From an optimization exercise on the open Yosys and OpenROAD flow, aimed at small area and a short achievable clock period; shortcuts taken in it are not production practice.
At most, simulation tests tie the RTL to the original design; equivalence was not proved.
For runs 3 and 5, only the layout was checked, not whether the RTL still works.
The flow treats the clock pin as an ideal source, which a real chip does not have.
No activity file was given, so power comes from the tool's default toggle rates.

File: flow/design.v
module cpu_trace_buffer #(
    parameter int unsigned DEPTH     = 64,
    parameter int unsigned POST_TRIG = 32,
    parameter int unsigned AW        = $clog2(DEPTH)
) (
    input  logic          clk,
    input  logic          rst,
    input  logic          arm,
    input  logic          force_trig,
    input  logic          trig_en,
    input  logic [15:0]   trig_pc,
    input  logic          trace_valid,
    input  logic [15:0]   trace_pc,
    input  logic [7:0]    trace_ir,
    input  logic [15:0]   trace_sp,
    input  logic [3:0]    trace_flags,
    input  logic          rd_en,
    output logic          rd_valid,
    output logic [43:0]   rd_data,
    output logic [1:0]    state,
    output logic [AW:0]   entries,
    output logic          done
);
    localparam int unsigned ENTRY_W = $bits(rd_data);
    localparam int unsigned RD_LO   = (POST_TRIG >= 1) ? POST_TRIG - 1 : 0;
    localparam int unsigned PW      = (POST_TRIG > 1) ? $clog2(POST_TRIG) : 1;
    localparam logic [1:0] StIdle  = 2'd0;
    localparam logic [1:0] StArmed = 2'd1;
    localparam logic [1:0] StPost  = 2'd2;
    localparam logic [1:0] StDone  = 2'd3;
    logic [1:0]         state_q, state_d;
    logic               armed_q, armed_d;
    logic               post_st_q, post_st_d;
    logic               done_q, done_d;
    logic [AW:0]        entries_q, entries_d;
    logic               nonempty_q, nonempty_d;
    logic [PW-1:0]      post_q, post_d;
    logic [DEPTH-1:RD_LO] sel_q, sel_d;        
    logic               rd_valid_q;
    logic [ENTRY_W-1:0] rd_q, rd_next;
    logic [DEPTH*ENTRY_W-1:0] buf_q;
    logic               wr_fire, rd_fire, shift, trig_hit, full, grow, post_last, to_done;
    logic [ENTRY_W-1:0] wr_entry;
    assign wr_entry = {trace_pc, trace_ir, trace_sp, trace_flags};
    assign wr_fire   = !arm && (armed_q || post_st_q) && trace_valid;
    assign rd_fire   = !arm && done_q && rd_en && nonempty_q;
    assign shift     = wr_fire || rd_fire;
    assign trig_hit  = (trig_en && trace_valid && (trace_pc == trig_pc)) || force_trig;
    assign full      = entries_q[AW];
    assign grow      = wr_fire && !full;
    assign post_last = (post_q == PW'(POST_TRIG - 1));
    always_comb begin
        if (POST_TRIG == 0) begin
            to_done = armed_q && trig_hit;
        end else begin
            to_done = post_st_q && trace_valid && post_last;
        end
    end
    always_comb begin
        if (arm) begin
            armed_d   = 1'b1;
            post_st_d = 1'b0;
            done_d    = 1'b0;
        end else begin
            armed_d   = armed_q && !trig_hit;
            post_st_d = (POST_TRIG != 0) && ((armed_q && trig_hit) || (post_st_q && !to_done));
            done_d    = done_q || to_done;
        end
        state_d = {post_st_d || done_d, armed_d || done_d};
    end
    logic [AW:0] entries_inc, entries_dec;
    assign entries_inc = entries_q + (AW+1)'(1);
    assign entries_dec = entries_q - (AW+1)'(1);
    always_comb begin
        if (arm) begin
            entries_d  = '0;
            nonempty_d = 1'b0;
        end else if (grow) begin
            entries_d  = entries_inc;
            nonempty_d = 1'b1;
        end else if (rd_fire) begin
            entries_d  = entries_dec;
            nonempty_d = (entries_q != (AW+1)'(1));
        end else begin
            entries_d  = entries_q;
            nonempty_d = nonempty_q;
        end
    end
    always_comb begin
        post_d = post_q;
        if (arm) begin
            post_d = '0;
        end else if (post_st_q && trace_valid) begin
            post_d = post_q + PW'(1);
        end
    end
    always_comb begin
        sel_d = sel_q;
        if (arm) begin
            sel_d = '0;
        end else if (grow) begin
            for (int k = RD_LO; k < DEPTH; k++) begin
                if (k == RD_LO) begin
                    sel_d[k] = (entries_q == (AW+1)'(RD_LO));
                end else begin
                    sel_d[k] = sel_q[k-1];
                end
            end
        end
    end
    always_ff @(posedge clk or negedge rst) begin
        if (!rst) begin
            state_q    <= StIdle;
            armed_q    <= 1'b0;
            post_st_q  <= 1'b0;
            done_q     <= 1'b0;
            entries_q  <= '0;
            nonempty_q <= 1'b0;
            rd_valid_q <= 1'b0;
        end else begin
            state_q    <= state_d;
            armed_q    <= armed_d;
            post_st_q  <= post_st_d;
            done_q     <= done_d;
            entries_q  <= entries_d;
            nonempty_q <= nonempty_d;
            rd_valid_q <= rd_fire;
        end
    end
    always_ff @(posedge clk) begin
        post_q <= post_d;
        sel_q  <= sel_d;
        rd_q   <= rd_next;
    end
    always_ff @(posedge clk) begin
        if (shift) begin
            buf_q <= {buf_q[(DEPTH-1)*ENTRY_W-1:0], wr_entry};
        end
    end
    always_comb begin
        rd_next = '0;
        for (int k = RD_LO; k < DEPTH; k++) begin
            rd_next = rd_next | (buf_q[k*ENTRY_W +: ENTRY_W] & {ENTRY_W{sel_q[k]}});
        end
    end
    assign state    = state_q;
    assign done     = done_q;
    assign entries  = entries_q;
    assign rd_valid = rd_valid_q;
    assign rd_data  = rd_q;
endmodule
File: flow/run.sh
#!/bin/bash
# synth_recipe.tcl (not shown) runs the flow's synth.tcl, then flattens the netlist and writes it again
# the make line also repeats each setting of config.mk as NAME=value (left out here)
make -C /OpenROAD-flow-scripts/flow DESIGN_CONFIG=/design/flow/config.mk WORK_HOME=/design/flow/orfs CLKGATE_MAP_FILE= SYNTH_SCRIPT=/design/flow/synth_recipe.tcl finish
File: flow/config.mk
export PLATFORM = sky130hd
export DESIGN_NAME = cpu_trace_buffer
export DESIGN_NICKNAME = cpu_trace_buffer
export VERILOG_FILES = /design/flow/design.v
export SDC_FILE = /design/flow/constraint.sdc
export NUM_CORES = 4
export LEC_CHECK = 0
export CAP_MARGIN = 20
export CORE_MARGIN = 2
export CORE_UTILIZATION = 65
export CTS_CLUSTER_DIAMETER = 60
export CTS_CLUSTER_SIZE = 30
export SETUP_SLACK_MARGIN = 1.4
export SLEW_MARGIN = 20
File: flow/constraint.sdc
create_clock -name core_clock -period 4.0 [get_ports {clk}]
set_input_delay 0.8000 -clock core_clock [delete_from_list [all_inputs] [get_ports {clk}]]
set_output_delay 0.8000 -clock core_clock [all_outputs]
set_load 0.01 [all_outputs]
==> results of run 1 <==
## power breakdown
| part | leakage, uW | switching [uW] | internal [uW] |
|---|---|---|---|
| Sequential | 0.0250 | 328 | 34300 |
| Clock | 0.00260 | 9750 | 8640 |
| Combinational | 0.00363 | 666 | 180 |
| Total | 0.0312 | 10700 | 43100 |
## cell usage after synthesis (all sizes together)
cell	number
nand2	122
a222oi	44
buf	81
o21ai	3
o311a	1
mux2	2
or3b	1
and3b	1
clkbuf	98
nor4b	3
xor2	3
a31o	3
nor2b	2
o22a	1
nor3	8
dfxtp	82
clkinv	1
a21boi	1
dfrtp	14
edfxtp	2816
ha	5
xnor2	16
nand4	139
and3	3
o21a	2
a31oi	3
inv	5
nor4	46
nor2	10
a22oi	662
o211ai	2
and2	1
or2	1
a21oi	8
nand4b	1
nand3	82
## flip-flops by register name (all words and copies together), names as in the netlist
signal,cells
post_q,5
buf_q,2816
armed_q,1
state_q,2
post_st_q,1
sel_q,33
nonempty_q,1
rd_valid_q,1
rd_q,44
entries_q,7
done_q,1
## how the worst min path moves through the flow
| stage | slack [ns] | end | depth (start not counted) |
|---|---|---|---|
| 4_1_cts | 0.38 | done_q | 1 |
| 3_3_place_gp | 0.40 | buf_q[1075] | 0 |
| 2_1_floorplan | 0.40 | buf_q[1000] | 0 |
| 3_5_place_dp | 0.40 | buf_q[1015] | 0 |
| 6_report | 0.40 | buf_q[790] | 0 |
| 5_1_grt | 0.41 | buf_q[778] | 0 |
## stage by stage
| step | worst slack (ns) | util [%] | cell area, um2 |
|---|---|---|---|
| 2_1_floorplan | -42.82 | - | 95300 |
| 3_3_place_gp | 0.771 | 68.4 | 99500 |
| 3_5_place_dp | 0.745 | 68.4 | 99500 |
| 4_1_cts | 1.34 | 72.1 | 105000 |
| 5_1_grt | 1.40 | 72.1 | 105000 |
| 6_report | 1.44 | 72.1 | 105000 |
## kinds of logic after synthesis
logic type	count (synthesis)
xor gates and xnor gates	19
and+or+nand+nor	420
muxes	2
adders and majority gates	5
buffers and inverters	185
DFF	2912
AOI/OAI and AO/OA	730
## timing repair
action	CTS	global route
hold buffers	0	0
resized for setup	15	1
setup endpoints to repair	14	2
gates cloned	0	0
setup buffers	7	1
## layout make-up
| class | count | area, um2 | share of cell area [%] |
|---|---|---|---|
| timing repair buffer | 241 | 2430 | 2.32 |
| clock buffer | 165 | 3970 | 3.78 |
| sequential | 2912 | 86700 | 82.6 |
| antenna | 3 | 7.51 | 0.00715 |
| multi-input combinational | 1176 | 8050 | 7.67 |
| inverter | 6 | 22.5 | 0.0215 |
| tap | 1917 | 2400 | 2.29 |
| clock inverter | 103 | 1380 | 1.32 |
## placed cells by master, fill, tap and decap left out, types with 5 or more instances in the layout
cell / netlist / layout
buf_4: 1 / 94
nand4_1: 139 / 139
ha_1: 5 / 5
inv_6: 0 / 23
clkinv_2: 0 / 9
clkbuf_16: 0 / 157
clkinv_4: 0 / 9
inv_12: 0 / 5
xnor2_1: 16 / 16
edfxtp_1: 2816 / 2816
dfrtp_2: 0 / 7
a21oi_1: 8 / 8
a22oi_1: 662 / 662
nand2_1: 122 / 122
dfxtp_1: 82 / 45
clkdlybuf4s50_1: 0 / 117
bufinv_16: 0 / 16
clkinv_8: 0 / 12
nor3_1: 7 / 7
clkbuf_1: 98 / 7
inv_8: 0 / 16
a222oi_1: 44 / 44
buf_12: 0 / 26
dfrtp_1: 14 / 7
nor4_1: 45 / 45
nand3_1: 81 / 81
nor2_1: 9 / 9
dfxtp_4: 0 / 34
clkinvlp_4: 0 / 8
## routing by layer
metal  global-route usage (%)  vias to the layer above  share of wire [%]
met5                        0                        -                  0
met4                     6.32                        0                2.6
met3                     5.23                      315                 10
met2                     38.1                     2279                 47
met1                     37.9                    21600                 40
li1                         -                    18200                  -
==> reports/metrics.cfg, run 1 <==
[clock_tree]
clk-insertion-delay-late_ns = 0.80
htree_levels = 4
cts_tree = built
cts_max_path_buffers = 3
cts.sinks = 2912
cts_made_buffers = 147
ctsRootBufferMaster = clkbuf_16
cts.clk_slew.worst_paths_ns = 0.10

[synth]
synth-compound-area-share_pct = 5.84
synthAdderAreaFrac_pct = 0.0656
synth_top_family_by_area = compound AO/OA/AOI/OAI gates
yosysWarnings = 1
synthSimpleGateAreaFrac_pct = 2.33
synth_area_um2 = 95300
synth_top_area_share_pct = 88.7
synthesis.nets = 4345
avgSynthCellArea_um2 = 22.3
synth_cell_types = 44
synth_area_leaders = edfxtp_1 89%, a22oi_1 5.2%, dfxtp_1 1.7%, nand4_1 0.91%, nand2_1 0.48%
yosys.area.top_type = edfxtp_1
ys_ff_latch = 2912
synthCells = 4273
synth-xor-area-share_pct = 0.175
synth_mux_area_share_pct = 0.0236
synth.yosys.seq_area_share_pct = 90.8

[floorplan]
die_y_um = 387
die_x_um = 387
io_pins = 122
initial_core_util_pct = 65.5
coreArea_um2 = 146000
rows = 140
dieArea_um2 = 150000

[critical_path]
r2r_cells = 6
cp_slowest_stage_delay_ns = 0.57
startpoint_type = flip-flop
path_cells = clkdlybuf4s50_1
crit_family = buffers and inverters
path_class = reg -> out
cp.depth = 1
crit_buf_inv = 1
r2r-end = buf_q[333]
worstSetupEndpointType = primary output
cp_max_fo = 1
rr_startpoint = done_q
critPathRequiredTime_ns = 3.20
crit_start = rd_q[40]
reg2reg_setup_slack_ns = 1.58
crit_end = rd_data[40]
critPathSlowestCell = clkdlybuf4s50_1
crit_arrival_ns = 1.76

[sta]
hold_ws_ns = 0.401
finalHoldViolations = 0
post-route-period-util_pct = 64.0
setup_tns_ns = 0
slew_violations = 0
grt_setup_unrepaired = true
fin_crit_ns = 2.56
relSlewSlack_pct = 25.5
tightest_slew_ns = 1.12
setup_viol_count_final = 0
skew_ns = 0.0349
fmax_mhz = 390

[placed_design]
portBuffers = 121
dp_cells = 6244
routabilityCongestion = 0.831
hpwl_mm = 98.4

[route]
drtIter0Drc = 6008
wl_per_cell_um = 28.7
route.vias.total = 42400
firstDrtPassIters = 9
wl_mm = 187
antenna_left = 0
detail_route.vias_per_cell = 6.50
drc = 0

[power]
p_per_area_nw_per_um2 = 514
total_power_uw = 53900
ir_drop_mv = 0.398
p_leak_uw = 0.0312

[grt]
grt_pass1_vias = 40400
overflow = 0
grt_max_degree = 166
grt_usage_pct = 25.0
grt_first_pass_wirelength_mm = 270
antenna_found_initial = 1

[cells_and_area]
final_nets = 4556
stdcell_count = 6523
fill_cells = 8509
drive_gt1_share_pct = 9.45
syn2layout_area_growth_pct = 10.1

[run]
drv_cap = 0

[run_status]
status = finished clean

[worst_hold_path]
hold_start = buf_q[746]
min_path_type = reg -> reg

==> inputs of run 2 (changes only) <==
==> flow/flow/run.sh (new file) <==
#!/bin/bash
# Own layout flow: the standard ORFS flow (standard.sh, unchanged synthesis), with two
# changes to how the layout is made:
#  - the port buffers are plain sky130_fd_sc_hd__buf_2 cells (the default pick is a delay
#    cell that footprint-matched repair cannot swap out later);
#  - the clock tree uses sink clusters of 30 within 60 um and no dummy loads.
# make's full output goes to flow_make.log here; each ORFS step keeps its own log under
# orfs/logs/.
set -euo pipefail
cd "$(dirname "$0")/.."
bash standard.sh \
  'BUFFER_PORTS_ARGS=-buffer_cell sky130_fd_sc_hd__buf_2' \
  'CTS_ARGS=-sink_clustering_enable -repair_clock_nets -sink_clustering_size 30 -sink_clustering_max_diameter 60 -dont_use_dummy_load' \
  finish > flow_make.log 2>&1
==> flow/standard.sh (new file) <==
#!/bin/bash
# synth_recipe.tcl (not shown) runs the flow's synth.tcl, then flattens the netlist and writes it again
# the make line also repeats each setting of config.mk as NAME=value (left out here)
make -C /OpenROAD-flow-scripts/flow DESIGN_CONFIG=/design/flow/config.mk WORK_HOME=/design/flow/orfs CLKGATE_MAP_FILE= SYNTH_SCRIPT=/design/flow/synth_recipe.tcl "${@:-finish}"
--- a/flow/config.mk
+++ b/flow/config.mk
@@ -8,7 +8,5 @@
 export CAP_MARGIN = 20
 export CORE_MARGIN = 2
 export CORE_UTILIZATION = 65
-export CTS_CLUSTER_DIAMETER = 60
-export CTS_CLUSTER_SIZE = 30
-export SETUP_SLACK_MARGIN = 1.4
+export SETUP_SLACK_MARGIN = 1.7
 export SLEW_MARGIN = 20
removed: flow/run.sh
==> run 2 against run 1 <==
Compared with the run above: maximum frequency increased by 5.3%; critical endpoint is now buf_q[1882]; global-route usage decreased by 0.18 points; combinational power decreased by 2.7%; synthesized cell count unchanged; power decreased by 6.2%; worst hold slack got worse by 0.22 ns; clock skew increased by 0.019 ns; area after synthesis unchanged; non-clock buffer count decreased by 13; die area unchanged; flip-flop and latch count unchanged; clock power decreased by 18%; largest cell class unchanged.
==> reports/metrics.cfg, run 2 <==
[synth]
synthesis.nets = 4345  ; unchanged
yosys-top-cells-count = 2816 x edfxtp_1, 662 x a22oi_1, 139 x nand4_1
synth_cell_types = 44  ; unchanged
synth_area_leaders = edfxtp_1 89%, a22oi_1 5.2%, dfxtp_1 1.7%, nand4_1 0.91%, nand2_1 0.48%
ys_ff_latch = 2912  ; unchanged
synth.yosys.seq_area_share_pct = 90.8  ; unchanged
synth_top_area_share_pct = 88.7  ; unchanged
yosysMostFrequentCell = edfxtp_1
synth_edf_count = 2816  ; unchanged
yosysWarnings = 1  ; unchanged
avgSynthCellArea_um2 = 22.3  ; unchanged
synth_ff_type = edfxtp_1
yosys.area.top_type = edfxtp_1
synthCells = 4273  ; unchanged
synth_area_um2 = 95300  ; unchanged
async_flop_share_pct = 0.481  ; unchanged

[power]
p_leak_uw = 0.0305  ; -2.2%
power_frac_clock_pct = 29.8  ; -4.3 points
netSwitchingPower_uw = 9540  ; -11%
ir_drop_mv = 0.447  ; +12%
p_seq_share_pct = 68.6  ; +4.3 points
switching_share_pct = 18.9  ; -1.1 points
share_comb_of_total_power_pct = 1.6  ; about the same
cellInternalPower_uw = 41000  ; -5.0%
p_per_area_nw_per_um2 = 492  ; -4.2%

[critical_path]
path_cells = buf_2 -> nand4b_1 -> o21ai_4 -> buf_12 -> buf_12 -> buf_16
r2r_cells = 5  ; -1
critPathSlowestCell = buf_16
cp_max_fo = 125  ; +124
worstSetupEndpointType = flip-flop
path_class = in -> reg
crit_arrival_ns = 2.84  ; +1.08 ns
rr_startpoint = done_q
cpMostUsedCell = buf_12
critPathRequiredTime_ns = 4.40  ; +1.20 ns
crit_start = arm
crit_buf_inv = 4  ; +3
cp_slowest_stage_delay_ns = 0.46  ; -0.11 ns
startpoint_type = input port
crit_family = buffers and inverters
cp.depth = 6  ; +5

[cells_and_area]
stdcell_count = 6386  ; -2.1%
final_area_um2 = 103000  ; -2.1%
largest_reg_flops = 2816  ; unchanged
mostFrequentLayoutCells = 2816 x edfxtp_1, 662 x a22oi_1, 147 x clkbuf_16
regMostFlops = buf_q
largestRegisters = buf_q x2816, rd_q x44, sel_q x33
final_nets = 4542  ; -0.31%
syn2layout_area_growth_pct = 7.79
fill_cells = 8695  ; +2.2%
drive_gt1_share_pct = 9.44  ; about the same
fin_util_pct = 70.6  ; -1.5 points
layout_commonest_cell = edfxtp_1

[sta]
slew_violations = 0  ; unchanged
post-route-period-util_pct = 60.8  ; -3.2 points
tightest_slew_ns = 1.10  ; -0.0140 ns
grt_setup_unrepaired = true
setup_viol_count_final = 0  ; unchanged
setup_tns_ns = 0  ; unchanged
fin_crit_ns = 2.43  ; -0.130 ns
skew_ns = 0.0536  ; +0.0187 ns
relSlewSlack_pct = 26.4  ; +0.94 points
finalHoldViolations = 0  ; unchanged
fmax_mhz = 411  ; +5.3%

[clock_tree]
cts_made_buffers = 146  ; -0.68%
cts.sinks = 2912  ; unchanged
cts_max_path_buffers = 3  ; unchanged
cts_tree = built
cts.clk_slew.worst_paths_ns = 0.10  ; about the same
clk-insertion-delay-late_ns = 0.79  ; about the same
cts_setup_buffers = 0  ; -7
htree_levels = 4  ; unchanged
ctsRootBufferMaster = clkbuf_16

[placed_design]
placed_area_um2 = 98900  ; -0.66%
routabilityCongestion = 0.830  ; -0.11%
portBuffers = 121  ; unchanged
dp_cells = 6235  ; -0.14%
hpwl_mm = 97.7  ; -0.69%

[floorplan]
die_y_um = 387  ; unchanged
initial_core_util_pct = 65.5  ; unchanged
coreArea_um2 = 146000  ; unchanged
rows = 140  ; unchanged
die_x_um = 387  ; unchanged
dieArea_um2 = 150000  ; unchanged
io_pins = 122  ; unchanged

[grt]
overflow = 0  ; unchanged
grt_usage_pct = 24.8  ; -0.18 points
antenna_found_initial = 1  ; unchanged
grt_first_pass_wirelength_mm = 271  ; about the same
grt_pass1_vias = 40500  ; +0.20%
grt_max_degree = 162  ; -2.4%

[route]
detail_route.vias_per_cell = 6.61  ; +1.7%
antenna_left = 0  ; unchanged
wl_per_cell_um = 29.1  ; +1.5%
firstDrtPassIters = 6  ; -3
drtIter0Drc = 5550  ; -7.6%
drc = 0  ; unchanged
wl_mm = 186  ; -0.62%
route.vias.total = 42200  ; -0.41%

[run_status]
status = finished clean

[worst_hold_path]
min_path_type = in -> reg
hold_start = trace_flags[0]
worstHoldPathCells = 1  ; +1

[run]
drv_cap = 0  ; unchanged

==> run 2: cell types whose count changed in the layout (fill, tap and decap cells not counted), moves of 10 or more <==
cell,change
buf_2,+121
buf_4,-28
bufinv_16,-16
clkbuf_16,-10
clkdlybuf4s50_1,-117
clkinv_8,-12
inv_6,-23
inv_8,-16
==> run 2: per-layer routing <==
metal,routed length (um),track usage (%)
met3,17900,4.49
met1,76000,38.0
met2,87000,37.9
met4,5060,6.42
met5,0,0
==> run 2: power by group through the flow <==
stage	Combinational, uW	Sequential (uW)	Clock (uW)
2_1_floorplan	489	37800	0
3_3_place_gp	787	35300	0
3_5_place_dp	812	35400	0
4_1_cts	826	34700	15400
5_1_grt	906	34800	16400
6_report	823	34700	15100
==> run 2: area by class of cell <==
| cell class | instances | area [um2] | share of cell area [%] |
|---|---|---|---|
| diodes | 1 | 2.50 | 0.00244 |
| clock buffers | 146 | 3650 | 3.56 |
| inverters | 6 | 22.5 | 0.0219 |
| multi-input cells | 1176 | 8050 | 7.84 |
| flip-flops and latches | 2912 | 86700 | 84.4 |
| well taps | 1917 | 2400 | 2.33 |
| repair buffers | 228 | 1910 | 1.86 |
==> run 2: what timing repair did <==
action / 4_1_cts / 5_1_grt
gates resized for setup: 10 / 14
hold buffers: 1 / 0
gates cloned: 2 / 1
endpoints found under the setup margin: 1073 / 1538
endpoints found under the hold margin: 14 / 0
==> run 2: cells by family after synthesis <==
group / after synthesis / synth area share [%]
AO/OA/AOI/OAI: 730 / 5.84
buffers and inverters: 185 / 0.742
multiplexers: 2 / 0.0236
AND/OR/NAND/NOR: 420 / 2.33
flip-flops: 2912 / 90.8
XOR/XNOR: 19 / 0.175
adder cells (fa/ha/maj): 5 / 0.0656
==> run 2: worst paths after layout <==
check | end | slack [ns]
setup / recovery | buf_q[1882] | 1.57
hold / removal | buf_q[0] | 0.18
setup reg to reg | buf_q[1882] | 1.60
hold reg to reg | buf_q[969] | 0.39
max in group asynchronous | entries_q[1] | 3.24
min in group asynchronous | entries_q[0] | 0.47
==> run 2: per-stage QoR <==
stage | hold slack [ns] | total power (uW) | setup WS (ns)
finish | 0.179 | 50600 | 1.57
global placement | 0.400 | 36100 | 0.795
global route | 0.125 | 52000 | 1.51
CTS | 0.120 | 50900 | 1.59
detailed placement | 0.405 | 36200 | 0.758
floorplan | 0.400 | 38300 | -42.82
==> inputs of run 3 (changes only) <==
--- a/flow/design.v
+++ b/flow/design.v
@@ -23,6 +23,7 @@
 );
     localparam int unsigned ENTRY_W = $bits(rd_data);
     localparam int unsigned RD_LO   = (POST_TRIG >= 1) ? POST_TRIG - 1 : 0;
+    localparam int unsigned MX_LO   = (RD_LO >= 1) ? RD_LO - 1 : 0;
     localparam int unsigned PW      = (POST_TRIG > 1) ? $clog2(POST_TRIG) : 1;
     localparam logic [1:0] StIdle  = 2'd0;
     localparam logic [1:0] StArmed = 2'd1;
@@ -36,6 +37,9 @@
     logic               nonempty_q, nonempty_d;
     logic [PW-1:0]      post_q, post_d;
     logic [DEPTH-1:RD_LO] sel_q, sel_d;        
+    logic [DEPTH-1:MX_LO] rd_sel;              
+    logic               shift_q;
+    logic [ENTRY_W-1:0] din_q;
     logic               rd_valid_q;
     logic [ENTRY_W-1:0] rd_q, rd_next;
     logic [DEPTH*ENTRY_W-1:0] buf_q;
@@ -128,19 +132,30 @@
         end
     end
     always_ff @(posedge clk) begin
-        post_q <= post_d;
-        sel_q  <= sel_d;
-        rd_q   <= rd_next;
+        post_q  <= post_d;
+        sel_q   <= sel_d;
+        shift_q <= shift;
+        din_q   <= wr_entry;
+        rd_q    <= rd_next;
     end
     always_ff @(posedge clk) begin
-        if (shift) begin
-            buf_q <= {buf_q[(DEPTH-1)*ENTRY_W-1:0], wr_entry};
+        if (shift_q) begin
+            buf_q <= {buf_q[(DEPTH-1)*ENTRY_W-1:0], din_q};
+        end
+    end
+    always_ff @(posedge clk) begin
+        for (int k = MX_LO; k < DEPTH; k++) begin
+            if (shift) begin
+                rd_sel[k] <= (k + 1 < DEPTH) && (k + 1 >= RD_LO) && sel_d[(k + 1 < DEPTH) ? k + 1 : DEPTH - 1];
+            end else begin
+                rd_sel[k] <= (k >= RD_LO) && sel_d[(k >= RD_LO) ? k : RD_LO];
+            end
         end
     end
     always_comb begin
         rd_next = '0;
-        for (int k = RD_LO; k < DEPTH; k++) begin
-            rd_next = rd_next | (buf_q[k*ENTRY_W +: ENTRY_W] & {ENTRY_W{sel_q[k]}});
+        for (int k = MX_LO; k < DEPTH; k++) begin
+            rd_next = rd_next | (buf_q[k*ENTRY_W +: ENTRY_W] & {ENTRY_W{rd_sel[k]}});
         end
     end
     assign state    = state_q;
==> run 3 against run 2 <==
Compared with the run above: still clean on timing, DRC and antenna; clock skew about the same; cell count increased by 4.2%; area after synthesis up 2.5%; clock power barely moved; die area grew 2.5%; critical path depth shrank 5; worst setup slack better by 0.20 ns; non-clock buffer count up 8; clock-buffer cell count is 4 higher; routed wire length rose by 1.3%; critical path type is now reg -> out; largest cell class unchanged; largest power group unchanged.
==> reports/metrics.cfg, run 3 <==
[clock_tree]
cts_tree = built
cts.sinks = 2991  ; +2.7%
cts.clk_slew.worst_paths_ns = 0.10  ; about the same
ctsRootBufferMaster = clkbuf_16
clk-insertion-delay-late_ns = 0.81  ; +0.02 ns
cts_max_path_buffers = 3  ; unchanged
cts_made_buffers = 150  ; +2.7%
htree_levels = 4  ; unchanged

[sta]
tightest_slew_ns = 1.15  ; +0.0469 ns
hold_ws_ns = 0.101  ; -0.0782 ns
slew_violations = 0  ; unchanged
setup_tns_ns = 0  ; unchanged
setup_slack_ns = 1.76  ; +0.197 ns
relSlewSlack_pct = 23.3  ; -3.1 points
finalHoldViolations = 0  ; unchanged
skew_ns = 0.0533  ; -0.000289 ns
setup_viol_count_final = 0  ; unchanged
grt_setup_unrepaired = false
post-route-period-util_pct = 55.9  ; -4.9 points
fin_crit_ns = 2.24  ; -0.197 ns
fmax_mhz = 447  ; +8.8%

[critical_path]
crit_arrival_ns = 1.44  ; -1.40 ns
cp_slowest_stage_delay_ns = 0.48  ; +0.02 ns
path_class = reg -> out
critPathSlowestCell = dfrtp_2
critPathRequiredTime_ns = 3.20  ; -1.20 ns
cp_max_fo = 7  ; -94%
crit_buf_inv = 1  ; -3
crit_family = flip-flops
path_cells = buf_2
worstSetupEndpointType = primary output
startpoint_type = flip-flop

[cells_and_area]
drive_gt1_share_pct = 9.45  ; about the same
final_nets = 4710  ; +3.7%
stdcell_count = 6656  ; +4.2%
syn2layout_area_growth_pct = 7.64
fin_util_pct = 70.3  ; -0.28 points
largest_reg_flops = 2816  ; unchanged
layout_commonest_cell = edfxtp_1
largestRegisters = buf_q x2816, din_q x44, rd_q x44
regMostFlops = buf_q
mostFrequentLayoutCells = 2816 x edfxtp_1, 748 x a22oi_1, 182 x nand4_1

[synth]
yosysMostFrequentCell = edfxtp_1
avgSynthCellArea_um2 = 22.0  ; -1.4%
ys_ff_latch = 2991  ; +2.7%
synth_area_leaders = edfxtp_1 87%, a22oi_1 5.7%, dfxtp_1 3.3%, nand4_1 1.2%, clkbuf_1 0.61%
yosysWarnings = 1  ; unchanged
synth_top_area_share_pct = 86.6  ; -2.2 points
synth_cell_types = 44  ; unchanged
async_flop_share_pct = 0.468  ; -0.013 points
synth.yosys.seq_area_share_pct = 90.2  ; -0.59 points
yosys.area.top_type = edfxtp_1
synth_edf_count = 2816  ; unchanged
synth_area_um2 = 97700  ; +2.5%
yosys-top-cells-count = 2816 x edfxtp_1, 748 x a22oi_1, 182 x nand4_1
synthesis.nets = 4514  ; +3.9%
synth_ff_type = edfxtp_1
synthCells = 4442  ; +4.0%

[power]
ir_drop_mv = 0.425  ; -5.0%
p_leak_uw = 0.0315  ; +3.0%
p_per_area_nw_per_um2 = 492  ; -0.13%

[route]
wl_per_cell_um = 28.3  ; -2.9%
detail_route.vias_per_cell = 6.54  ; -1.1%
firstDrtPassIters = 9  ; +3
antenna_left = 0  ; unchanged
route.vias.total = 43500  ; +3.1%
wl_mm = 188  ; +1.3%
drc = 0  ; unchanged
drtIter0Drc = 5365  ; -3.3%

[floorplan]
die_x_um = 392  ; +1.2%
rows = 142  ; +1.4%
dieArea_um2 = 153000  ; +2.5%
io_pins = 122  ; unchanged
coreArea_um2 = 150000  ; +2.8%
initial_core_util_pct = 65.3  ; -0.18 points
die_y_um = 392  ; +1.2%

[placed_design]
hpwl_mm = 98.2  ; +0.55%
dpl_worst_slack_ns = 0.971  ; +0.213 ns
dp_cells = 6491  ; +4.1%
portBuffers = 121  ; unchanged
routabilityCongestion = 0.832  ; +0.22%

[worst_hold_path]
min_path_type = in -> reg

[grt]
grt_usage_pct = 24.6  ; -0.16 points
grt_pass1_vias = 41700  ; +2.9%
grt_first_pass_wirelength_mm = 274  ; +1.3%
overflow = 0  ; unchanged
grt_max_degree = 157  ; -3.1%
antenna_found_initial = 1  ; unchanged

[run_status]
status = finished clean

[run]
drv_cap = 0  ; unchanged

## run 3: final cells by class
cell class / instances / area, um2
inverters: 39 / 146
repair buffers: 236 / 1780
multi-input cells: 1220 / 8650
flip-flops and latches: 2991 / 88300
clock buffers: 150 / 3750
fillers: 9197 / 44500
well taps: 2016 / 2520
diodes: 4 / 10.0
## run 3: worst paths after layout
check | start | end | slack, ns | depth (start not counted)
min in group asynchronous | rst | nonempty_q | 0.45 | 2
max in group asynchronous | rst | entries_q[1] | 3.27 | 2
min | trace_sp[11] | din_q[15] | 0.10 | 1
max reg2reg | rd_sel[32] | rd_q[18] | 1.83 | 5
max | entries_q[5] | entries[5] | 1.76 | 1
min reg2reg | buf_q[602] | buf_q[646] | 0.38 | 0
## run 3: per-layer routing
| layer | GRT usage (%) | part of all wire (%) | vias to the layer above |
|---|---|---|---|
| met5 | 0 | 0 | - |
| met4 | 5.77 | 2.4 | 0 |
| met3 | 5.13 | 10 | 326 |
| met2 | 37.3 | 46 | 2164 |
| met1 | 37.9 | 41 | 22400 |
| li1 | - | - | 18600 |
## run 3: what timing repair did
action	CTS	global route
buffers inserted	2	7
hold buffers	1	0
gates resized for setup	9	1
hold endpoints to repair	14	0
endpoints found under the setup margin	9	14
## run 3: logic make-up after synthesis
family / count (synthesis) / share of synthesized area, %
AOI/OAI and AO/OA: 807 / 6.14
xor gates and xnor gates: 20 / 0.179
muxes: 34 / 0.348
adders and majority gates: 5 / 0.0640
buffers and inverters: 231 / 0.926
and+or+nand+nor: 354 / 2.11
DFF: 2991 / 90.2
## run 3: power by group
part           leakage, uW  internal [uW]  switching [uW]
registers           0.0255          35100             327
logic              0.00409            142             674
clock network      0.00185           6690            8720
## run 3: through the flow
stage	power (uW)	cell area, um2
floorplan	37700	97700
global route	53200	105000
global placement	36900	101000
detailed placement	37000	101000
CTS	52100	105000
finish	51700	105000
==> inputs of run 4 (changes only) <==
--- a/flow/design.v
+++ b/flow/design.v
@@ -36,14 +36,14 @@
     logic [AW:0]        entries_q, entries_d;
     logic               nonempty_q, nonempty_d;
     logic [PW-1:0]      post_q, post_d;
-    logic [DEPTH-1:RD_LO] sel_q, sel_d;        
-    logic [DEPTH-1:MX_LO] rd_sel;              
+    logic [DEPTH-1:MX_LO] rd_sel, rd_sel_d;    
     logic               shift_q;
     logic [ENTRY_W-1:0] din_q;
     logic               rd_valid_q;
     logic [ENTRY_W-1:0] rd_q, rd_next;
     logic [DEPTH*ENTRY_W-1:0] buf_q;
     logic               wr_fire, rd_fire, shift, trig_hit, full, grow, post_last, to_done;
+    logic               sel_dn;
     logic [ENTRY_W-1:0] wr_entry;
     assign wr_entry = {trace_pc, trace_ir, trace_sp, trace_flags};
     assign wr_fire   = !arm && (armed_q || post_st_q) && trace_valid;
@@ -98,17 +98,24 @@
             post_d = post_q + PW'(1);
         end
     end
+    assign sel_dn = rd_fire || (wr_fire && full);
     always_comb begin
-        sel_d = sel_q;
-        if (arm) begin
-            sel_d = '0;
-        end else if (grow) begin
-            for (int k = RD_LO; k < DEPTH; k++) begin
-                if (k == RD_LO) begin
-                    sel_d[k] = (entries_q == (AW+1)'(RD_LO));
-                end else begin
-                    sel_d[k] = sel_q[k-1];
-                end
+        for (int k = MX_LO; k < DEPTH; k++) begin
+            logic below, above;
+            below = (k > MX_LO) ? rd_sel[(k > MX_LO) ? k - 1 : MX_LO] : 1'b0;
+            above = (k + 1 < DEPTH) ? rd_sel[(k + 1 < DEPTH) ? k + 1 : DEPTH - 1] : 1'b0;
+            if (arm) begin
+                rd_sel_d[k] = 1'b0;
+            end else if (shift_q && !sel_dn) begin
+                rd_sel_d[k] = below;
+            end else if (!shift_q && sel_dn) begin
+                rd_sel_d[k] = above;
+            end else begin
+                rd_sel_d[k] = rd_sel[k];
+            end
+            if (k == MX_LO && !arm && (armed_q || post_st_q) &&
+                entries_q == (AW+1)'(MX_LO + 1)) begin
+                rd_sel_d[k] = 1'b1;
             end
         end
     end
@@ -133,7 +140,7 @@
     end
     always_ff @(posedge clk) begin
         post_q  <= post_d;
-        sel_q   <= sel_d;
+        rd_sel  <= rd_sel_d;
         shift_q <= shift;
         din_q   <= wr_entry;
         rd_q    <= rd_next;
@@ -141,15 +148,6 @@
     always_ff @(posedge clk) begin
         if (shift_q) begin
             buf_q <= {buf_q[(DEPTH-1)*ENTRY_W-1:0], din_q};
-        end
-    end
-    always_ff @(posedge clk) begin
-        for (int k = MX_LO; k < DEPTH; k++) begin
-            if (shift) begin
-                rd_sel[k] <= (k + 1 < DEPTH) && (k + 1 >= RD_LO) && sel_d[(k + 1 < DEPTH) ? k + 1 : DEPTH - 1];
-            end else begin
-                rd_sel[k] <= (k >= RD_LO) && sel_d[(k >= RD_LO) ? k : RD_LO];
-            end
         end
     end
     always_comb begin
==> flow/flow/run.sh (replaced) <==
#!/bin/bash
# Own layout flow: the standard ORFS flow (standard.sh, unchanged synthesis), with these
# changes to how the layout is made:
#  - the port buffers are plain sky130_fd_sc_hd__buf_2 cells (the default pick is a delay
#    cell that footprint-matched repair cannot swap out later);
#  - the clock tree uses sink clusters of 30 within 60 um and no dummy loads;
#  - after CTS, split_root.tcl gives the clock port four root buffers instead of one (each
#    drives the level-1 buffers on its side), so the balanced tree has a shorter delay.
# make's full output goes to flow_make.log here; each ORFS step keeps its own log under
# orfs/logs/ (the root split's output is in 4_1_cts.log).
set -euo pipefail
cd "$(dirname "$0")/.."
bash standard.sh \
  'BUFFER_PORTS_ARGS=-buffer_cell sky130_fd_sc_hd__buf_2' \
  'CTS_ARGS=-sink_clustering_enable -repair_clock_nets -sink_clustering_size 30 -sink_clustering_max_diameter 60 -dont_use_dummy_load' \
  "POST_CTS_TCL=$PWD/flow/split_root.tcl" \
  finish > flow_make.log 2>&1
==> flow/flow/split_root.tcl (new file) <==
# Clock root split for the own flow (see run.sh).
# Split the clock root buffer: the clock port drives NROOT buffers of the root's cell,
# each driving the level-1 buffers nearest to it.
proc split_clock_root { nroot } {
  set block [ord::get_db_block]
  set root [$block findInst clkbuf_0_clk]
  set master [$root getMaster]
  set in_net [[$root findITerm A] getNet]
  set out_net [[$root findITerm X] getNet]
  set loads {}
  foreach it [$out_net getITerms] {
    if {[$it isInputSignal]} { lappend loads $it }
  }
  set rx [lindex [$root getLocation] 0]; set ry [lindex [$root getLocation] 1]
  # group loads by angle around the root
  set groups {}
  for {set g 0} {$g < $nroot} {incr g} { lappend groups {} }
  set pi 3.14159265
  foreach it $loads {
    set inst [$it getInst]
    set bb [$inst getBBox]
    set x [expr {([$bb xMin]+[$bb xMax])/2.0 - $rx}]; set y [expr {([$bb yMin]+[$bb yMax])/2.0 - $ry}]
    set a [expr {atan2($y,$x) + $pi}]
    set g [expr {int($a / (2*$pi) * $nroot) % $nroot}]
    lset groups $g [concat [lindex $groups $g] [list $it]]
  }
  set first 1
  for {set g 0} {$g < $nroot} {incr g} {
    set grp [lindex $groups $g]
    if {[llength $grp] == 0} continue
    # centroid of the group's loads, pulled halfway toward the root
    set sx 0; set sy 0
    foreach it $grp { set bb [[$it getInst] getBBox]; set sx [expr {$sx + ([$bb xMin]+[$bb xMax])/2.0}]; set sy [expr {$sy + ([$bb yMin]+[$bb yMax])/2.0}] }
    set cx [expr {int(($sx/[llength $grp] + $rx)/2)}]; set cy [expr {int(($sy/[llength $grp] + $ry)/2)}]
    if {$first} {
      set buf $root; set net $out_net; set first 0
      foreach it $loads { if {[lsearch -exact $grp $it] < 0} { $it disconnect } }
      $root setLocation $cx $cy
    } else {
      set buf [odb::dbInst_create $block $master "clkbuf_0_clk_split$g"]
      $buf setLocation $cx $cy
      $buf setPlacementStatus PLACED
      set net [odb::dbNet_create $block "clknet_0_clk_split$g"]
      $net setSigType CLOCK
      [$buf findITerm A] connect $in_net
      [$buf findITerm X] connect $net
      foreach it $grp { $it connect $net }
    }
    puts "root group $g: [llength $grp] loads at $cx $cy"
  }
}

# Post-CTS hook: the clock port drives four root buffers instead of one, each driving the
# level-1 clock buffers on its side of the die, which shortens the whole clock tree's
# insertion delay; then legalize the new buffers.
split_clock_root 4
detailed_placement
check_placement -verbose
--- a/flow/config.mk
+++ b/flow/config.mk
@@ -8,5 +8,5 @@
 export CAP_MARGIN = 20
 export CORE_MARGIN = 2
 export CORE_UTILIZATION = 65
-export SETUP_SLACK_MARGIN = 1.7
+export SETUP_SLACK_MARGIN = 1.9
 export SLEW_MARGIN = 20
==> run 4 against run 3 <==
Compared with the run above: critical path type is now reg -> reg; clock power is essentially flat; largest cell class unchanged; via count grew 0.51%; power grew 0.51%; register-to-register slack gained 0.04 ns; sequential share of layout area shrank 0.71 points; critical path depth grew 1; maximum frequency grew 5.1%; still clean on timing, DRC and antenna.
==> reports/metrics.cfg, run 4 <==
[synth]
avgSynthCellArea_um2 = 22.0  ; -0.11%
yosysMostFrequentCell = edfxtp_1
synth_area_um2 = 97000  ; -0.67%
synth_ff_type = edfxtp_1
yosys.area.top_type = edfxtp_1
yosysWarnings = 1  ; unchanged
synth.yosys.seq_area_share_pct = 90.2  ; about the same
synth_top_area_share_pct = 87.2  ; +0.59 points
ys_ff_latch = 2958  ; -1.1%
synthesis.nets = 4491  ; -0.51%
synth_cell_types = 46  ; +4.5%
synthCells = 4417  ; -0.56%
yosys-top-cells-count = 2816 x edfxtp_1, 750 x a22oi_1, 181 x nand4_1
async_flop_share_pct = 0.473  ; +0.0052 points
synth_edf_count = 2816  ; unchanged
synth_area_leaders = edfxtp_1 87%, a22oi_1 5.8%, dfxtp_1 2.6%, nand4_1 1.2%, clkbuf_1 0.37%

[critical_path]
startpoint_type = flip-flop
rr_startpoint = shift_q
cp_max_fo = 74  ; +67
r2r_cells = 2  ; -3
path_class = reg -> reg
worstSetupEndpointType = flip-flop
reg2reg_setup_slack_ns = 1.87  ; +0.04 ns
critPathRequiredTime_ns = 4.22  ; +1.02 ns
r2r-end = buf_q[1820]
crit_arrival_ns = 2.34  ; +0.90 ns

[sta]
grt_setup_unrepaired = true
skew_ns = 0.0619  ; +0.00860 ns
slew_violations = 0  ; unchanged
relSlewSlack_pct = 24.5  ; +1.3 points
setup_tns_ns = 0  ; unchanged
fmax_mhz = 470  ; +5.1%
finalHoldViolations = 0  ; unchanged
setup_viol_count_final = 0  ; unchanged
hold_ws_ns = 0.323  ; +0.222 ns
fin_crit_ns = 2.13  ; -0.108 ns
tightest_slew_ns = 1.13  ; -0.0190 ns
post-route-period-util_pct = 53.2  ; -2.7 points

[run]
drv_cap = 0  ; unchanged

[placed_design]
routabilityCongestion = 0.830  ; -0.20%
portBuffers = 121  ; unchanged
dp_cells = 6364  ; -2.0%
hpwl_mm = 97.4  ; -0.87%
placed_area_um2 = 100000  ; -1.0%

[floorplan]
io_pins = 122  ; unchanged
die_y_um = 390  ; -0.33%
dieArea_um2 = 152000  ; -0.67%
die_x_um = 390  ; -0.33%
coreArea_um2 = 148000  ; -1.1%
initial_core_util_pct = 65.5  ; +0.26 points
rows = 141  ; -0.70%

[clock_tree]
cts.sinks = 2958  ; -1.1%
clk-insertion-delay-late_ns = 0.57  ; -0.24 ns
cts.clk_slew.worst_paths_ns = 0.10  ; about the same
cts_tree = built

[route]
drc = 0  ; unchanged
dr_wl_met3_mm = 23.6  ; +21%
wl_per_cell_um = 30.3  ; +7.2%
detail_route.vias_per_cell = 6.67  ; +2.0%
wl_met1_mm = 78.8  ; +2.0%
route.vias.total = 43800  ; +0.51%
maxUsedRoutingLayer = met5
antenna_left = 0  ; unchanged
firstDrtPassIters = 5  ; -4
wl_met2_mm = 89.9  ; +3.3%
wl_mm = 199  ; +5.7%
drtIter0Drc = 6163  ; +15%

[cells_and_area]
regMostFlops = buf_q
mostFrequentLayoutCells = 2816 x edfxtp_1, 750 x a22oi_1, 181 x nand4_1
final_area_um2 = 105000  ; +0.16%
layout_commonest_cell = edfxtp_1
final_nets = 4707  ; -0.064%
largest_reg_flops = 2816  ; unchanged
stdcell_count = 6561  ; -1.4%
largestRegisters = buf_q x2816, din_q x44, rd_q x44
fin_util_pct = 71.1  ; +0.86 points
syn2layout_area_growth_pct = 8.54
fill_cells = 8858  ; -3.7%
drive_gt1_share_pct = 10.4  ; +0.96 points
n_antenna_cell = 0  ; -4

[worst_hold_path]
worstHoldPathCells = 1  ; unchanged
hold_end = din_q[9]
min_path_type = in -> reg
hold_start = trace_sp[5]

[grt]
grt_usage_pct = 25.2  ; +0.51 points
antenna_found_initial = 2  ; +1
grt_first_pass_wirelength_mm = 276  ; +0.89%
grt_max_degree = 144  ; -8.3%
overflow = 0  ; unchanged
grt_pass1_vias = 41500  ; -0.36%

[power]
p_per_area_nw_per_um2 = 493  ; +0.35%
p_leak_uw = 0.0331  ; +5.3%
ir_drop_mv = 0.374  ; -12%

[run_status]
status = finished clean

-- run 4: changes by cell type after synthesis, sizes merged, moves of 34 or more --
cell	delta
a21oi	+35
buf	+64
nor2	+70
clkbuf	-64
a31oi	-34
-- run 4: kinds of logic (layout without fill, tap and decap cells) --
| kind of cell | count (synthesis) | in the layout | synth area share [%] |
|---|---|---|---|
| flops | 2958 | 2958 | 90.2 |
| compound gates | 807 | 807 | 6.13 |
| simple gates | 392 | 392 | 2.21 |
| buf+inv | 197 | 411 | 0.850 |
| mux | 37 | 37 | 0.386 |
| xor+xnor | 19 | 19 | 0.172 |
| fa+ha+maj | 7 | 7 | 0.0903 |
-- run 4: routing by layer --
metal / vias to the layer above / global-route usage, %
met2: 2485 / 37.4
li1: 18500 / -
met4: 2 / 7.43
met5: - / 0
met1: 22300 / 37.7
met3: 382 / 6.54
-- run 4: metrics by stage --
step / setup slack, ns / total power (uW)
after floorplan: -17.76 / 37800
after global placement: 1.06 / 37100
after detailed placement: 0.976 / 37100
after global routing: 1.86 / 53400
final: 1.87 / 51900
-- run 4: final cells by class, without the clock buffers --
class	count	area, um2	area share [%]
well taps	1930	2410	2.29
plain buffers	3	75.1	0.0713
repair buffers	255	2660	2.52
flip-flops and latches	2958	87700	83.2
inverters	5	18.8	0.0178
multi-input cells	1262	8770	8.33
-- run 4: power by group --
group / switching, uW / total [uW] / leakage, uW / internal (uW)
Combinational: 707 / 914 / 0.00385 / 207
Sequential: 484 / 35600 / 0.0274 / 35100
Clock: 8640 / 15400 / 0.00186 / 6770
-- run 4: worst max-delay path by stage --
stage | from | endpoint | slack [ns] | cells past startpoint
after floorplan | shift_q | rd_sel[35] | -17.76 | 7
after global placement | arm | rd_sel[54] | 1.06 | 11
final | shift_q | buf_q[1820] | 1.87 | 2
after detailed placement | arm | rd_sel[45] | 0.98 | 11
after global routing | shift_q | buf_q[1559] | 1.86 | 2
-- run 4: worst max-delay path, stage by stage (launching register included) --
cell	delay (ns)
dfxtp_4	0.63
buf_16	0.40
bufbuf_16	0.57
==> inputs of run 5 (changes only) <==
--- a/flow/design.v
+++ b/flow/design.v
@@ -33,8 +33,9 @@
     logic               armed_q, armed_d;
     logic               post_st_q, post_st_d;
     logic               done_q, done_d;
-    logic [AW:0]        entries_q, entries_d;
+    logic [AW:0]        entries_q, entries_d, entn_q, cnt;
     logic               nonempty_q, nonempty_d;
+    logic               rdok_q;                 
     logic [PW-1:0]      post_q, post_d;
     logic [DEPTH-1:MX_LO] rd_sel, rd_sel_d;    
     logic               shift_q;
@@ -47,10 +48,11 @@
     logic [ENTRY_W-1:0] wr_entry;
     assign wr_entry = {trace_pc, trace_ir, trace_sp, trace_flags};
     assign wr_fire   = !arm && (armed_q || post_st_q) && trace_valid;
-    assign rd_fire   = !arm && done_q && rd_en && nonempty_q;
+    assign cnt       = ~entn_q;
+    assign rd_fire   = !arm && rdok_q && rd_en;
     assign shift     = wr_fire || rd_fire;
     assign trig_hit  = (trig_en && trace_valid && (trace_pc == trig_pc)) || force_trig;
-    assign full      = entries_q[AW];
+    assign full      = cnt[AW];
     assign grow      = wr_fire && !full;
     assign post_last = (post_q == PW'(POST_TRIG - 1));
     always_comb begin
@@ -73,8 +75,8 @@
         state_d = {post_st_d || done_d, armed_d || done_d};
     end
     logic [AW:0] entries_inc, entries_dec;
-    assign entries_inc = entries_q + (AW+1)'(1);
-    assign entries_dec = entries_q - (AW+1)'(1);
+    assign entries_inc = cnt + (AW+1)'(1);
+    assign entries_dec = cnt - (AW+1)'(1);
     always_comb begin
         if (arm) begin
             entries_d  = '0;
@@ -84,9 +86,9 @@
             nonempty_d = 1'b1;
         end else if (rd_fire) begin
             entries_d  = entries_dec;
-            nonempty_d = (entries_q != (AW+1)'(1));
+            nonempty_d = (cnt != (AW+1)'(1));
         end else begin
-            entries_d  = entries_q;
+            entries_d  = cnt;
             nonempty_d = nonempty_q;
         end
     end
@@ -114,7 +116,7 @@
                 rd_sel_d[k] = rd_sel[k];
             end
             if (k == MX_LO && !arm && (armed_q || post_st_q) &&
-                entries_q == (AW+1)'(MX_LO + 1)) begin
+                cnt == (AW+1)'(MX_LO + 1)) begin
                 rd_sel_d[k] = 1'b1;
             end
         end
@@ -126,7 +128,9 @@
             post_st_q  <= 1'b0;
             done_q     <= 1'b0;
             entries_q  <= '0;
+            entn_q     <= '1;
             nonempty_q <= 1'b0;
+            rdok_q     <= 1'b0;
             rd_valid_q <= 1'b0;
         end else begin
             state_q    <= state_d;
@@ -134,7 +138,9 @@
             post_st_q  <= post_st_d;
             done_q     <= done_d;
             entries_q  <= entries_d;
+            entn_q     <= ~entries_d;
             nonempty_q <= nonempty_d;
+            rdok_q     <= done_d && nonempty_d;
             rd_valid_q <= rd_fire;
         end
     end
==> flow/flow/run.sh (replaced) <==
#!/bin/bash
# Own layout flow: the standard ORFS flow (standard.sh, unchanged synthesis), with these
# changes to how the layout is made:
#  - the port buffers are plain sky130_fd_sc_hd__buf_2 cells (the default pick is a delay
#    cell that footprint-matched repair cannot swap out later);
#  - after repair_design, fanout_tree.tcl replaces the buffering of the storage enable net
#    (about 2800 DE pins) with a two-level grid tree;
#  - the clock tree uses sink clusters of 30 within 60 um and no dummy loads;
#  - after CTS, split_root.tcl gives the clock port four root buffers instead of one (each
#    drives the level-1 buffers on its side), so the balanced tree has a shorter delay.
# make's full output goes to flow_make.log here; each ORFS step keeps its own log under
# orfs/logs/ (the hooks print to 3_4_place_resized.log and 4_1_cts.log).
set -euo pipefail
cd "$(dirname "$0")/.."
bash standard.sh \
  'BUFFER_PORTS_ARGS=-buffer_cell sky130_fd_sc_hd__buf_2' \
  "POST_RESIZE_TCL=$PWD/flow/fanout_tree.tcl" \
  'CTS_ARGS=-sink_clustering_enable -repair_clock_nets -sink_clustering_size 30 -sink_clustering_max_diameter 60 -dont_use_dummy_load' \
  "POST_CTS_TCL=$PWD/flow/split_root.tcl" \
  finish > flow_make.log 2>&1
==> flow/flow/fanout_tree.tcl (new file) <==
# Rebuild the buffer tree of a high-fanout net as a two-level grid tree (own flow, see run.sh).
proc ft_is_buffer { inst } {
  set m [[$inst getMaster] getName]
  return [regexp {^sky130_fd_sc_hd__(buf|clkbuf|bufbuf)_[0-9]+$} $m]
}
proc ft_center { inst } {
  set bb [$inst getBBox]
  return [list [expr {([$bb xMin]+[$bb xMax])/2}] [expr {([$bb yMin]+[$bb yMax])/2}]]
}
proc build_fanout_tree { inst_name pin_name ncol nrow leaf_cell mid_cell prefix sink_pin } {
  set block [ord::get_db_block]
  set drv [$block findInst $inst_name]
  if {$drv == "NULL"} { puts "fanout tree: no instance $inst_name"; return }
  set root_net [[$drv findITerm $pin_name] getNet]
  # collect sinks through existing buffers
  set sinks {}; set bufs {}; set nets {}
  set todo [list $root_net]
  while {[llength $todo]} {
    set net [lindex $todo 0]; set todo [lrange $todo 1 end]
    foreach it [$net getITerms] {
      if {![$it isInputSignal]} continue
      set inst [$it getInst]
      if {[ft_is_buffer $inst]} {
        lappend bufs $inst
        set onet [[$inst findITerm X] getNet]
        if {$onet != "NULL"} { lappend todo $onet; lappend nets $onet }
      } else {
        lappend sinks $it
      }
    }
  }
  puts "fanout tree $inst_name/$pin_name: [llength $sinks] sinks, removing [llength $bufs] buffers"
  foreach b $bufs { foreach it [$b getITerms] { $it disconnect } ; odb::dbInst_destroy $b }
  foreach n $nets { odb::dbNet_destroy $n }
  # only pins named sink_pin go into the tree; other loads hang on the driver's net
  set tree_sinks {}
  foreach it $sinks {
    if {[[$it getMTerm] getName] eq $sink_pin} { lappend tree_sinks $it } else { $it disconnect; $it connect $root_net }
  }
  puts "fanout tree: [llength $tree_sinks] $sink_pin pins in the tree, [expr {[llength $sinks]-[llength $tree_sinks]}] other loads on the driver"
  set sinks $tree_sinks
  # sort sinks into columns by x, then rows by y
  set pts {}
  foreach it $sinks { set c [ft_center [$it getInst]]; lappend pts [list $it [lindex $c 0] [lindex $c 1]] }
  set pts [lsort -integer -index 1 $pts]
  set n [llength $pts]
  set leafm [[ord::get_db] findMaster $leaf_cell]
  set midm [[ord::get_db] findMaster $mid_cell]
  set li 0
  for {set c 0} {$c < $ncol} {incr c} {
    set col [lsort -integer -index 2 [lrange $pts [expr {$c*$n/$ncol}] [expr {($c+1)*$n/$ncol - 1}]]]
    set cn [llength $col]
    if {$cn == 0} continue
    set mid [odb::dbInst_create $block $midm "${prefix}_mid$c"]
    set mnet [odb::dbNet_create $block "${prefix}_midnet$c"]
    [$mid findITerm A] connect $root_net
    [$mid findITerm X] connect $mnet
    set msx 0; set msy 0; set mc 0
    for {set r 0} {$r < $nrow} {incr r} {
      set grp [lrange $col [expr {$r*$cn/$nrow}] [expr {($r+1)*$cn/$nrow - 1}]]
      if {[llength $grp] == 0} continue
      set sx 0; set sy 0
      foreach p $grp { set sx [expr {$sx + [lindex $p 1]}]; set sy [expr {$sy + [lindex $p 2]}] }
      set cx [expr {$sx / [llength $grp]}]; set cy [expr {$sy / [llength $grp]}]
      set leaf [odb::dbInst_create $block $leafm "${prefix}_leaf$li"]
      set lnet [odb::dbNet_create $block "${prefix}_leafnet$li"]
      incr li
      [$leaf findITerm A] connect $mnet
      [$leaf findITerm X] connect $lnet
      foreach p $grp { set it [lindex $p 0]; $it disconnect; $it connect $lnet }
      $leaf setLocation $cx $cy
      $leaf setPlacementStatus PLACED
      set msx [expr {$msx + $cx}]; set msy [expr {$msy + $cy}]; incr mc
    }
    $mid setLocation [expr {$msx / $mc}] [expr {$msy / $mc}]
    $mid setPlacementStatus PLACED
  }
  puts "fanout tree $inst_name/$pin_name: $li leaf buffers ($leaf_cell), $ncol mid buffers ($mid_cell)"
}

# Post-resize hook: the storage enable (shift_q, one flip-flop driving the DE pin of every
# storage flip-flop) gets a two-level tree: 8 column buffers, each driving 8 leaf buffers
# of about 44 DE pins each. Detailed placement legalizes the new buffers next.
build_fanout_tree {shift_q$_DFF_P_} Q 8 8 sky130_fd_sc_hd__buf_8 sky130_fd_sc_hd__buf_16 detree DE
==> run 5 against run 4 <==
Compared with the run above: first-iteration DRC count down 14%; critical path depth grew 4; design area grew 0.75%; maximum frequency up 1.2%; synthesized cell count is 0.77% lower; largest power group unchanged; highest routed layer is now met4.
==> reports/metrics.cfg, run 5 <==
[synth]
async_flop_share_pct = 0.742  ; +0.27 points
synth_ff_type = edfxtp_1
synth_cell_types = 49  ; +6.5%
yosys.area.top_type = edfxtp_1
synth.yosys.seq_area_share_pct = 90.2  ; about the same
synth_edf_count = 2816  ; unchanged
synth_area_um2 = 97200  ; +0.17%
ys_ff_latch = 2966  ; +0.27%
synthCells = 4383  ; -0.77%
synthesis.nets = 4457  ; -0.76%
synth_area_leaders = edfxtp_1 87%, a22oi_1 4.4%, dfxtp_1 2.6%, nand4_1 1.2%, a221oi_1 0.79%
avgSynthCellArea_um2 = 22.2  ; +0.95%
yosysMostFrequentCell = edfxtp_1
synth_top_area_share_pct = 87.0  ; -0.15 points
yosys-top-cells-count = 2816 x edfxtp_1, 572 x a22oi_1, 183 x nand4_1
yosysWarnings = 1  ; unchanged

[route]
wl_per_cell_um = 30.2  ; -0.50%
route.vias.total = 44100  ; +0.70%
drtIter0Drc = 5327  ; -14%
detail_route.vias_per_cell = 6.69  ; +0.35%
wl_mm = 199  ; -0.15%
drc = 0  ; unchanged
firstDrtPassIters = 8  ; +3
antenna_left = 0  ; unchanged

[cells_and_area]
syn2layout_area_growth_pct = 9.16
largest_reg_flops = 2816  ; unchanged
final_nets = 4729  ; +0.47%
fin_util_pct = 71.7  ; +0.53 points
layout_commonest_cell = edfxtp_1
stdcell_count = 6584  ; +0.35%
drive_gt1_share_pct = 11.4  ; +1.0 points
regMostFlops = buf_q
largestRegisters = buf_q x2816, din_q x44, rd_q x44
mostFrequentLayoutCells = 2816 x edfxtp_1, 572 x a22oi_1, 183 x nand4_1

[clock_tree]
cts_tree = built
cts.sinks = 2966  ; +0.27%
clk-insertion-delay-late_ns = 0.58  ; about the same
cts.clk_slew.worst_paths_ns = 0.09  ; about the same

[critical_path]
crit_arrival_ns = 2.50  ; +0.16 ns
cp_max_fo = 23  ; -69%
worstSetupEndpointType = flip-flop
path_cells = buf_4 -> a22o_1 -> a221oi_1 -> nand4_1 -> nor3_1 -> nand4_1
crit_family = flip-flops
crit_buf_inv = 1  ; -1
startpoint_type = flip-flop
critPathRequiredTime_ns = 4.40  ; +0.18 ns
cpMostUsedCell = nand4_1
path_class = reg -> reg
cp_slowest_stage_delay_ns = 0.56  ; -0.07 ns
critPathSlowestCell = dfxtp_4

[grt]
grt_usage_pct = 25.5  ; +0.33 points
antenna_found_initial = 4  ; +2
use_met3_pct = 4.68  ; -1.9 points
overflow = 0  ; unchanged
grt_busiest_layer = met1
grt_use_met2_pct = 38.7  ; +1.3 points
gr-usage-met1_pct = 39.3  ; +1.6 points
grt_max_degree = 53  ; -63%
grt_pass1_vias = 41700  ; +0.31%
grt_first_pass_wirelength_mm = 281  ; +1.6%

[worst_hold_path]
min_path_type = in -> reg

[sta]
setup_tns_ns = 0  ; unchanged
finalHoldViolations = 0  ; unchanged
fmax_mhz = 476  ; +1.2%
fin_crit_ns = 2.10  ; -0.0252 ns
relSlewSlack_pct = 23.4  ; -1.1 points
slew_violations = 0  ; unchanged
setup_viol_count_final = 0  ; unchanged
skew_ns = 0.0495  ; -0.0124 ns
grt_setup_unrepaired = false
tightest_slew_ns = 1.15  ; +0.0166 ns
post-route-period-util_pct = 52.5  ; -0.63 points

[floorplan]
io_pins = 122  ; unchanged
die_x_um = 391  ; about the same
die_y_um = 391  ; about the same
initial_core_util_pct = 65.7  ; +0.11 points
rows = 141  ; unchanged
coreArea_um2 = 148000  ; unchanged
dieArea_um2 = 153000  ; +0.17%

[run_status]
status = finished clean

[placed_design]
hpwl_mm = 103  ; +5.9%
routabilityCongestion = 0.834  ; +0.45%
portBuffers = 121  ; unchanged
dp_cells = 6377  ; +0.20%

[power]
ir_drop_mv = 0.486  ; +30%
p_per_area_nw_per_um2 = 487  ; -1.3%
p_leak_uw = 0.0315  ; -5.0%

[run]
drv_cap = 0  ; unchanged

[run 5: layout make-up, without the clock buffers]
type | count | area [um2]
Sequential cell | 2966 | 87800
Fill cell | 8731 | 41900
Multi-Input combinational cell | 1223 | 8810
Tap cell | 1930 | 2410
Timing Repair Buffer | 234 | 2020
Buffer | 75 | 1260
Inverter | 6 | 22.5
Antenna cell | 1 | 2.50
[run 5: where the power goes]
| part | internal (uW) | total (uW) | leakage, uW | switching (uW) |
|---|---|---|---|---|
| Clock | 6810 | 15500 | 0.00187 | 8660 |
| Sequential | 34900 | 35200 | 0.0254 | 333 |
| Combinational | 203 | 929 | 0.00423 | 726 |
[run 5: path summary, 6_finish.rpt]
kind,from,to,slack [ns],cells past startpoint
max in group asynchronous,rst,entn_q[6],2.87,2
setup / recovery,rd_sel[53],rd_q[2],1.90,6
hold / removal,trace_ir[7],din_q[27],0.32,1
hold reg to reg,buf_q[302],buf_q[346],0.39,0
min in group asynchronous,rst,entries_q[0],0.74,2
setup reg to reg,rd_sel[53],rd_q[2],1.90,6
[run 5: worst register-to-register path: stages (launching register included)]
cell	delay (ns)
dfxtp_4	0.56
buf_4	0.36
a22o_1	0.25
a221oi_1	0.27
nand4_1	0.14
nor3_1	0.26
nand4_1	0.14
[run 5: per-layer routing]
layer,part of all wire (%),routed length (um)
met2,46,92000
met3,11,21700
met4,3.1,6100
met5,0,0
met1,40,79000
[run 5: logic make-up (layout without fill, tap and decap cells)]
logic type      Yosys count  in the layout  share of synthesized area, %
compound gates          799            799                          6.31
buf+inv                 194            464                         0.772
mux                      43             43                         0.447
flops                  2966           2966                          90.2
fa+ha+maj                 7              7                        0.0901
simple gates            353            353                          1.98
other cells               0              1                             0
xor+xnor                 21             21                         0.189
[run 5: metrics by stage]
stage	hold WS, ns	instance area [um2]	total power [uW]	worst slack (ns)
final	0.316	106000	51600	1.90
after floorplan	0.386	97200	37600	-17.88
after global routing	0.288	106000	53100	1.89
after detailed placement	0.390	101000	36900	0.758
after global placement	0.386	101000	36700	0.793

## separate check: timing with driven ports
The results above use ideal ports. As a check the final layouts listed here were re-extracted and re-timed, cells and wires unchanged.
Step 1 assumes that a clkbuf_16 drives the clock port and a buf_2 every other input.
Step 2 adds t to the input delays and takes it off the output delays; t is the mean of the earliest and latest rising clock arrival at the registers after step 1. Input paths then give back, and output paths get back, about the clock's delay inside the block.
a / b / c = no drivers / after step 1 / after step 2; a / b = the first two.
run | t, ns | setup WS [ns] | hold WS [ns]
run 1 | 0.859 | 1.438 / 1.360 / 0.714 | 0.401 / 0.359 / 0.401
run 2 | 0.855 | 1.568 / 1.596 / 0.779 | 0.179 / 0.118 / 0.385
run 3 | 0.857 | 1.765 / 1.683 / 1.406 | 0.101 / 0.040 / 0.384
run 4 | 0.684 | 1.873 / 1.873 / 1.488 | 0.323 / 0.220 / 0.373
run 5 | 0.696 | 1.898 / 1.898 / 1.397 | 0.316 / 0.194 / 0.390
After both steps every run listed still meets setup and hold. The setup slack of run 2, which loses most, moves by +0.028 ns with the drivers and by -0.789 ns with both steps.
